Source: an optimization exercise on an open RTL-to-GDS flow (aim: small area and a short achievable clock period). Production flows keep margins and buffers that such runs may drop.
Only the layout flow was run in this run; the RTL was not checked for function there.
No activity file was given, so power comes from the tool's default toggle rates.

==> design/flow/design.v <==
module chunk_window
(
    input  logic [15:0] v,           
    input  logic [15:0] u,           
    output logic [63:0] lsel,        
    output logic [63:0] usel,        
    output logic [3:0]  vld,         
    output logic [3:0]  unc,         
    output logic [3:0]  lo,          
    output logic [3:0]  hi,          
    output logic [11:0] idx          
);
    logic [15:0] g, p, m;
    always_comb begin
        logic [15:0] f0, f1, n0, n1;
        g = v & u;
        f0 = g;
        f1 = '0;
        for (int d = 1; d < 16; d = d * 2) begin
            n0 = f0;
            n1 = f1;
            for (int i = d; i < 16; i++) begin
                n0[i] = f0[i-d] ? f1[i] : f0[i];
                n1[i] = f1[i-d] ? f1[i] : f0[i];
            end
            f0 = n0;
            f1 = n1;
        end
        p = f0;
        m[0] = v[0];
        for (int i = 1; i < 16; i++) m[i] = v[i] & ~p[i-1];
    end
    logic [79:0] ge;             
    logic [95:0] eb;             
    logic [79:0] t1, t2, t3, t4;
    function automatic logic [79:0] therm_step(input logic [79:0] t, input int d);
        logic [5:0] a, b;
        therm_step = t;
        for (int i = d; i < 16; i++) begin
            a = {t[5*(i-d) +: 5], 1'b1};
            b = {t[5*i +: 5], 1'b1};
            for (int k = 1; k <= 5; k++) begin
                therm_step[5*i+k-1] = 1'b0;
                for (int j = 0; j <= k; j++)
                    therm_step[5*i+k-1] = therm_step[5*i+k-1] | (a[j] & b[k-j]);
            end
        end
    endfunction
    always_comb begin
        for (int i = 0; i < 16; i++) ge[5*i +: 5] = {4'd0, m[i]};
    end
    assign t1 = therm_step(ge, 1);
    assign t2 = therm_step(t1, 2);
    assign t3 = therm_step(t2, 4);
    assign t4 = therm_step(t3, 8);
    always_comb begin
        eb[5:0] = 6'b000001;
        for (int i = 1; i < 16; i++) eb[6*i +: 6] = {t4[5*(i-1) +: 5], 1'b1};
    end
    logic [79:0] sel;            
    logic [15:0] hva, ok, ls, gs;
    logic        hole;
    always_comb begin
        hva[15] = 1'b0;
        for (int i = 14; i >= 0; i--) hva[i] = hva[i+1] | v[i+1];
        ok = ~u | hva;
        for (int w = 0; w < 5; w++)
            for (int i = 0; i < 16; i++)
                sel[16*w+i] = m[i] & eb[6*i+w] & ~eb[6*i+w+1];
        for (int w = 0; w < 4; w++) begin
            ls = sel[16*w +: 16] & ok;
            gs = ls & u;
            hole = |(gs & ~{1'b0, v[15:1]});
            lsel[16*w +: 16] = ls;
            usel[16*w +: 16] = ({gs[14:0], 1'b0} & v) | (hole ? sel[16*(w+1) +: 16] : 16'd0);
            vld[w] = |ls;
            unc[w] = |gs;
            lo[w]  = |ls[7:0];
            hi[w]  = |ls[15:8];
            idx[3*w +: 3] = '0;
            for (int i = 0; i < 16; i++)
                idx[3*w +: 3] = idx[3*w +: 3] | (ls[i] ? 3'(i) : 3'd0);
        end
    end
endmodule
module istream
#(
    parameter int          NUM_SETS = 8,
    parameter logic [31:0] INIT_PC  = 32'h8000_0000
) (
    input  logic          CLK,
    input  logic          nRST,
    input  logic          enq_valid,
    input  logic [127:0]  enq_chunks,
    input  logic [7:0]    enq_valid_mask,
    input  logic [27:0]   enq_after_pc28,
    output logic          stall_enq,
    output logic          deq_valid,
    output logic [3:0]    deq_way_valid,
    output logic [3:0]    deq_way_uncompressed,
    output logic [63:0]   deq_way_lower,
    output logic [63:0]   deq_way_upper,
    output logic [127:0]  deq_way_pc,
    input  logic          stall_deq,
    input  logic          restart,
    input  logic [31:0]   restart_pc
);
    logic [127:0] chunks_e [4];
    logic [127:0] chunks_o [4];
    logic [27:0]  after_e  [4];
    logic [27:0]  after_o  [4];
    logic [7:0]   mask_e   [4];
    logic [7:0]   mask_o   [4];
    logic [2:0]   head_ptr;
    logic [2:0]   enq_ptr;
    logic [3:0]   count;
    logic [27:0]  head_pc28;
    logic [15:0]  wv;            
    logic [15:0]  wu;            
    logic [63:0]  lsel, usel;
    logic [3:0]   vld, unc, lo, hi;
    logic [11:0]  idx;
    function automatic logic [7:0] unc8(input logic [127:0] c);
        for (int i = 0; i < 8; i++) unc8[i] = c[16*i] & c[16*i+1];
    endfunction
    logic [2:0]   h2_ptr, h3_ptr;
    logic [255:0] win;
    logic [27:0]  after0, after1;
    logic [7:0]   mask2, mask3, unc2, unc3;
    logic [1:0]   row_e, row_o, row2, row3;
    logic [127:0] rd_e, rd_o;
    logic [27:0]  ra_e, ra_o;
    assign h2_ptr = head_ptr + 3'd2;
    assign h3_ptr = head_ptr + 3'd3;
    assign row_o = head_ptr[2:1];
    assign row_e = head_ptr[2:1] + {1'b0, head_ptr[0]};
    assign rd_e = chunks_e[row_e];
    assign rd_o = chunks_o[row_o];
    assign ra_e = after_e[row_e];
    assign ra_o = after_o[row_o];
    assign win    = head_ptr[0] ? {rd_e, rd_o} : {rd_o, rd_e};
    assign after0 = head_ptr[0] ? ra_o : ra_e;
    assign after1 = head_ptr[0] ? ra_e : ra_o;
    assign row2 = h2_ptr[2:1];
    assign row3 = h3_ptr[2:1];
    assign mask2 = h2_ptr[0] ? mask_o[row2] : mask_e[row2];
    assign mask3 = h3_ptr[0] ? mask_o[row3] : mask_e[row3];
    assign unc2  = unc8(h2_ptr[0] ? chunks_o[row2] : chunks_e[row2]);
    assign unc3  = unc8(h3_ptr[0] ? chunks_o[row3] : chunks_e[row3]);
    always_comb begin
        for (int w = 0; w < 4; w++) begin
            logic [15:0] lw, uw;
            lw = '0;
            uw = '0;
            for (int i = 0; i < 16; i++) begin
                lw = lw | (lsel[16*w+i] ? win[16*i +: 16] : 16'd0);
                uw = uw | (usel[16*w+i] ? win[16*i +: 16] : 16'd0);
            end
            deq_way_lower[16*w +: 16] = lw;
            deq_way_upper[16*w +: 16] = uw;
            deq_way_pc[32*w +: 32] = {(lo[w] ? head_pc28 : 28'd0) | (hi[w] ? after0 : 28'd0),
                                      idx[3*w +: 3], 1'b0};
        end
    end
    assign deq_way_valid        = vld;
    assign deq_way_uncompressed = unc;
    assign deq_valid            = vld[0];
    logic        full, enq_fire;
    logic [15:0] ack;
    logic [7:0]  cv0, cv1, q0, q1, q2, q3;
    logic [7:0]  eu;
    logic [7:0]  r0, r1, r2, r3;
    logic        done0, done1, pop1, pop2;
    logic [15:0] next_wv, next_wu;
    assign full = count[3];
    assign stall_enq = full;
    assign enq_fire = enq_valid & ~full;
    assign eu = unc8(enq_chunks);
    always_comb begin
        ack = '0;
        for (int w = 0; w < 4; w++) ack = ack | lsel[16*w +: 16] | usel[16*w +: 16];
        cv0 = wv[7:0]  & ~ack[7:0];
        cv1 = wv[15:8] & ~ack[15:8];
        done0 = (|wv[7:0])  & ~(|cv0);
        done1 = (|wv[15:8]) & ~(|cv1);
        pop2 = ~stall_deq & done0 & done1;
        pop1 = ~stall_deq & done0 & ~done1;
        if (stall_deq) begin
            cv0 = wv[7:0];
            cv1 = wv[15:8];
        end
        q0 = cv0 | ((enq_fire && count == 4'd0) ? enq_valid_mask : 8'd0);
        q1 = cv1 | ((enq_fire && count == 4'd1) ? enq_valid_mask : 8'd0);
        q2 = (count > 4'd2) ? mask2 : ((enq_fire && count == 4'd2) ? enq_valid_mask : 8'd0);
        q3 = (count > 4'd3) ? mask3 : ((enq_fire && count == 4'd3) ? enq_valid_mask : 8'd0);
        r0 = (count == 4'd0) ? eu : wu[7:0];
        r1 = (count == 4'd1) ? eu : wu[15:8];
        r2 = (count == 4'd2) ? eu : unc2;
        r3 = (count == 4'd3) ? eu : unc3;
        if (restart) begin
            next_wv = '0;
            next_wu = {r1, r0};
        end else if (pop2) begin
            next_wv = {q3, q2};
            next_wu = {r3, r2};
        end else if (pop1) begin
            next_wv = {q2, q1};
            next_wu = {r2, r1};
        end else begin
            next_wv = {q1, q0};
            next_wu = {r1, r0};
        end
    end
    logic [63:0] n_lsel, n_usel;
    logic [3:0]  n_vld, n_unc, n_lo, n_hi;
    logic [11:0] n_idx;
    chunk_window i_next_window (
        .v    (next_wv),
        .u    (next_wu),
        .lsel (n_lsel),
        .usel (n_usel),
        .vld  (n_vld),
        .unc  (n_unc),
        .lo   (n_lo),
        .hi   (n_hi),
        .idx  (n_idx)
    );
    always_ff @(posedge CLK) begin
        if (enq_fire && !enq_ptr[0]) begin
            chunks_e[enq_ptr[2:1]] <= enq_chunks;
            after_e[enq_ptr[2:1]]  <= enq_after_pc28;
            mask_e[enq_ptr[2:1]]   <= enq_valid_mask;
        end
        if (enq_fire && enq_ptr[0]) begin
            chunks_o[enq_ptr[2:1]] <= enq_chunks;
            after_o[enq_ptr[2:1]]  <= enq_after_pc28;
            mask_o[enq_ptr[2:1]]   <= enq_valid_mask;
        end
        wu <= next_wu;
    end
    always_ff @(posedge CLK or negedge nRST) begin
        if (!nRST) begin
            head_ptr  <= '0;
            enq_ptr   <= '0;
            count     <= '0;
            head_pc28 <= INIT_PC[31:4];
            wv        <= '0;
            lsel      <= '0;
            usel      <= '0;
            vld       <= '0;
            unc       <= '0;
            lo        <= '0;
            hi        <= '0;
            idx       <= '0;
        end else begin
            if (restart) begin
                head_ptr  <= '0;
                enq_ptr   <= '0;
                count     <= '0;
                head_pc28 <= restart_pc[31:4];
            end else begin
                head_ptr  <= head_ptr + {1'b0, pop2, pop1};
                enq_ptr   <= enq_ptr + {2'd0, enq_fire};
                count     <= count - {2'd0, pop2, pop1} + {3'd0, enq_fire};
                head_pc28 <= pop2 ? after1 : (pop1 ? after0 : head_pc28);
            end
            wv   <= next_wv;
            lsel <= n_lsel;
            usel <= n_usel;
            vld  <= n_vld;
            unc  <= n_unc;
            lo   <= n_lo;
            hi   <= n_hi;
            idx  <= n_idx;
        end
    end
endmodule
==> design/flow/flow/run.sh <==
#!/bin/bash
# The standard layout, with the timing repair aimed further below the clock period
set -euo pipefail
bash standard.sh SETUP_SLACK_MARGIN=9 finish > standard.log 2>&1
==> design/flow/standard.sh <==
#!/bin/bash
# synth_recipe.tcl (not shown) runs the flow's synth.tcl, then flattens the netlist and writes it again
# the make line also repeats each setting of config.mk as NAME=value (left out here)
make -C /OpenROAD-flow-scripts/flow DESIGN_CONFIG=/design/flow/config.mk WORK_HOME=/design/flow/orfs CLKGATE_MAP_FILE= SYNTH_SCRIPT=/design/flow/synth_recipe.tcl "${@:-finish}"
==> design/flow/config.mk <==
export PLATFORM = sky130hd
export DESIGN_NAME = istream
export DESIGN_NICKNAME = istream
export VERILOG_FILES = /design/flow/design.v
export SDC_FILE = /design/flow/constraint.sdc
export NUM_CORES = 4
export LEC_CHECK = 0
export CAP_MARGIN = 30
export CORE_MARGIN = 2
export CORE_UTILIZATION = 25
export SETUP_SLACK_MARGIN = 5
export SLEW_MARGIN = 30
==> design/flow/constraint.sdc <==
create_clock -name core_clock -period 16.0 [get_ports {CLK}]
set_input_delay 3.2000 -clock core_clock [delete_from_list [all_inputs] [get_ports {CLK}]]
set_output_delay 3.2000 -clock core_clock [all_outputs]
set_load 0.01 [all_outputs]
==> summary.txt <==
Drt
  • WL final: 432.8 mm
  • Antenna viol nets, final: 0
  • Iter 0 DRT Violations: 11850
  • Average wire per standard cell: about 37 um
  • 1st-pass router iterations: 17
  • Vias: approximately 72000
  • Post-DR vias/cell: 6.133
  • Residual DRC: 0

Min path
  • Worst Hold Class: flip-flop to flip-flop
  • Cells on Worst Hold Path: 2
  • Hold EP: head_pc28[27]
  • Min-delay src: head_pc28[27]

Yosys
  • Async set or reset register ratio after synthesis: 0.1275
  • Synth area leader: edfxtp_1
  • Synth top area cells: edfxtp_1, mux4_2, dfrtp_1, nand2_1, a221oi_1
  • Sequential share of the synthesized area: 0.5725
  • Yosys warning count: 2
  • Library cells used by synthesis: roughly 120
  • Syn avg cell area: approximately 12 sq um
  • Post-synth EDFFs: roughly 1300
  • #FFs+latches synth: 1522
  • Synth Instances: 6267
  • Yosys top cell area share: 0.5060
  • Cell area after synthesis: between 0.07 and 0.08 sq mm
  • Top_reg_cell synth: edfxtp_1

CTS
  • Clock Tree Buf Depth: 4
  • TritonCTS clock tree: done
  • Reg clk slew, reported paths: roughly 0.060 ns
  • Hold buffer count at CTS: 0
  • Root buf cell: clkbuf_16
  • Clock Latency Late Sink: between 0.8 and 0.9 ns
  • Sink Count: around 1500
  • Cts bufs inserted: 164
  • H-tree levels: 4

Setup path
  • Worst Path Arrival: ~4.8 ns
  • Crit path cell chain: buf_12 > clkinv_16 > ha_4 > buf_12 > clkinv_16 > buf_16 > mux4_2 > nand2_2 > nand2_4 > buf_4 > buf_6 > a22oi_2 > nand2_1 > a221oi_2 > nand4_1 > buf_2
  • Crit. End Element: primary output
  • Crit path from: head_ptr[0]
  • Largest fanout on the critical path: 6
  • Crit path buf inv count: 8
  • Required @ worst endpoint: roughly 13 ns
  • Crit-path max cell delay: roughly 0.73 ns
  • Worst flop-to-flop path endpoint: vld[2]
  • Worst flop-to-flop path startpoint: usel[12]
  • Cell family with most CP delay: buffers and inverters
  • Reg-to-reg slack, setup: between 8 and 9 ns
  • Startpoint Class: flip-flop
  • Worst Reg-to-Reg Cells: 19
  • Slowest cell on crit path: nand4_1
  • Setup CP Type: flip-flop to primary output

Timing
  • Count of final hold-check violations: 0
  • Fmax achieved: between 100 and 150 MHz
  • Worst Skew: 0.05408 ns
  • Total negative setup slack: 0 ns
  • Measured slew at the worst slew-check pin: 1.201 ns
  • Setup Viol. Count Final: 0
  • Final min period: just under 8 ns
  • Slew headroom: 0.1919
  • Slew Viols, Final: 0
  • Final worst-path cycle share: 0.4969
  • RSZ-0062 raised after global routing: true

Floorplan
  • Die height: roughly 560 um
  • Ports: 467
  • Die X-Extent: roughly 560 um
  • Initial cell density of the core: 0.2517
  • Die ar.: approximately 0.32 sq mm
  • Site Rows: slightly above 200
  • Core region area: just over 0.3 sq mm

Power and ir drop
  • Switch share: 0.4785
  • Internal Dissipation: about 13 mW
  • Overall power: about 24 mW
  • Pleak: 40.05 nW
  • Switching pwr: around 11 mW
  • Seq pwr share: 0.200
  • Pwr dens: approximately 210 mW/mm^2
  • Part of the power in the clock network: 0.163
  • Max VDD drop: about 0.15 mV
  • Combinational Power Share: 0.637

Layout
  • Post-Route Utilization: 0.3626
  • Layout cell share with drive strength beyond 1: 0.4248
  • Fillers: between 20000 and 30000
  • P&R area growth vs syn: 44.07%
  • Nets@finish: 7712

GRT
  • Vias in the first global route: ~70000
  • GRT Util Overall: 0.2605
  • Met2 usage: 0.3668
  • Met3 Usage GRT: 0.1200
  • Most Crowded Layer GR: met2
  • Initial antenna violation count: 100
  • First-pass GRT wire length: approximately 580 mm
  • Met1 usage: 0.3161
  • Largest net degree at the start of global routing: 110
  • Total grt overflow: 0

Placed design
  • Buffers on Ports: around 460
  • Routability congestion estimate: 1.042
  • Post-DP HPWL: 264.4 mm

Status
  • Status: finished clean

Job
  • Max Cap Viol: 0
==> metal layers <==
layer	vias to the layer above	wire length, um
li1	27770	-
met1	36280	157400
met2	6030	176600
met3	1998	60820
met4	104	36680
met5	-	1339
==> placed cells by master (no fill, tap or decap), types with 86 or more instances in the layout <==
| cell | Yosys | final |
|---|---|---|
| mux4_2 | 352 | 352 |
| nand2_2 | 0 | 122 |
| buf_12 | 0 | 101 |
| nand2_1 | 1189 | 838 |
| a22oi_1 | 327 | 256 |
| a22o_1 | 137 | 135 |
| buf_4 | 15 | 706 |
| nor2_1 | 178 | 146 |
| o21ai_2 | 1 | 112 |
| clkdlybuf4s50_1 | 0 | 200 |
| nand3_1 | 169 | 86 |
| clkbuf_16 | 0 | 174 |
| nand4_1 | 98 | 98 |
| a221oi_2 | 0 | 202 |
| buf_6 | 3 | 280 |
| dfrtp_1 | 193 | 190 |
| nand2_4 | 0 | 197 |
| o21ai_0 | 310 | 164 |
| edfxtp_1 | 1312 | 1312 |
| a21oi_1 | 147 | 108 |
==> sequential cells by signal, indices dropped and copies added, names as in the netlist, 12 cells and up <==
signal and flops:
wv 16, mask_o 32, mask_e 32, chunks_e 512
after_e 112, idx 12, usel 54, chunks_o 512
head_pc28 28, after_o 112, lsel 58, wu 16
==> worst max path at each step <==
stage | end | slack, ns | depth (start not counted)
3_5_place_dp | usel[37] | 4.64 | 16
4_1_cts | deq_way_upper[10] | 8.29 | 13
3_3_place_gp | usel[42] | 4.78 | 16
6_report | deq_way_upper[17] | 8.05 | 16
2_1_floorplan | after_o[0][0] | 7.89 | 4
5_1_grt | deq_way_lower[26] | 8.08 | 13
==> cells by family (layout without fill, tap and decap cells) <==
kind of cell | after synthesis | in the layout | synth area share
AND/OR/NAND/NOR | 1970 | 1973 | 0.1140
AO/OA/AOI/OAI | 1670 | 1671 | 0.1595
flip-flops | 1522 | 1522 | 0.5725
buffers and inverters | 587 | 1926 | 0.02999
multiplexers | 486 | 489 | 0.1195
adder cells (fa/ha/maj) | 19 | 19 | 0.003134
XOR/XNOR | 12 | 12 | 0.001350
other | 1 | 36 | 0.00004816
==> cell usage after synthesis (98+ instances only) <==
| cell | instances |
|---|---|
| a221oi_1 | 292 |
| clkbuf_1 | 385 |
| a22oi_1 | 327 |
| nand2_1 | 1189 |
| mux2i_1 | 123 |
| mux4_2 | 352 |
| a22o_1 | 137 |
| nand4_1 | 98 |
| a21oi_1 | 147 |
| edfxtp_1 | 1312 |
| dfrtp_1 | 193 |
| o21ai_0 | 310 |
| nand3_1 | 169 |
| nor2_1 | 178 |
==> power groups by stage <==
stage | Combinational, mW | Sequential (mW) | Clock (mW)
final | 15.3 | 4.79 | 3.91
after global routing | 15.4 | 4.81 | 4.10
after CTS | 13.2 | 4.79 | 3.95
after detailed placement | 10.2 | 4.88 | 0
after global placement | 10.1 | 4.87 | 0
after floorplan | 5.41 | 4.83 | 0
==> tightest hold or removal path, stage by stage, from the launching register on <==
cell	delay, ns
dfstp_2	0.39
a21oi_1	0.11
o21ai_0	0.08
==> metrics by stage <==
stage / std cells / setup slack (ns) / area [sq um] / hold WS (ns)
floorplan: 6270 / 7.894 / 79450 / 0.5285
global placement: 10550 / 4.781 / 88630 / 0.5838
detailed placement: 10550 / 4.637 / 88690 / 0.5856
CTS: 11390 / 8.287 / 106300 / 0.5921
global route: 11750 / 8.079 / 112100 / 0.6621
finish: 11770 / 8.049 / 112200 / 0.5924
==> final cells by class <==
class                   instances  area, sq um  share of cell area
diodes                         32        80.08           0.0007139
multi-input cells            4168        40420              0.3604
clock inverters                82         1050            0.009359
flip-flops and latches       1522        44590              0.3975
clock buffers                 204         4389             0.03913
inverters                      83        462.9            0.004127
repair buffers               1555        15990              0.1425
repair inverters                2        32.53           0.0002900
well taps                    4120         5155             0.04596
==> what timing repair did <==
action	CTS	global route
buffers inserted	503	334
pin swaps	357	374
hold endpoints to repair	0	0
gates resized for setup	2220	704
gates cloned	52	8
setup endpoints to repair	379	316

==> afterwards: timing with drivers on the ports <==
How much do the figures lean on ideal ports? The routed layout below was timed once more, with nothing changed but the port constraints. Step 1: set_driving_cell puts a clkbuf_16 on CLK and a buf_2 on each other input, an assumption about the parent block. Step 2, shift: input delay + t, output delay - t, t = (earliest + latest rising clock arrival at the registers) / 2. This alone moves slack from input paths to output paths. Slacks: ideal / step 1 / step 2; pairs: ideal / step 1.
t, ns: 0.916
setup slack, ns: 8.049 / 7.975 / 7.522
pins driven straight from the clock port: 1
After both steps this run still meets setup and hold. The setup slack of this run moves by -0.074 ns with the drivers and by -0.527 ns with both steps.
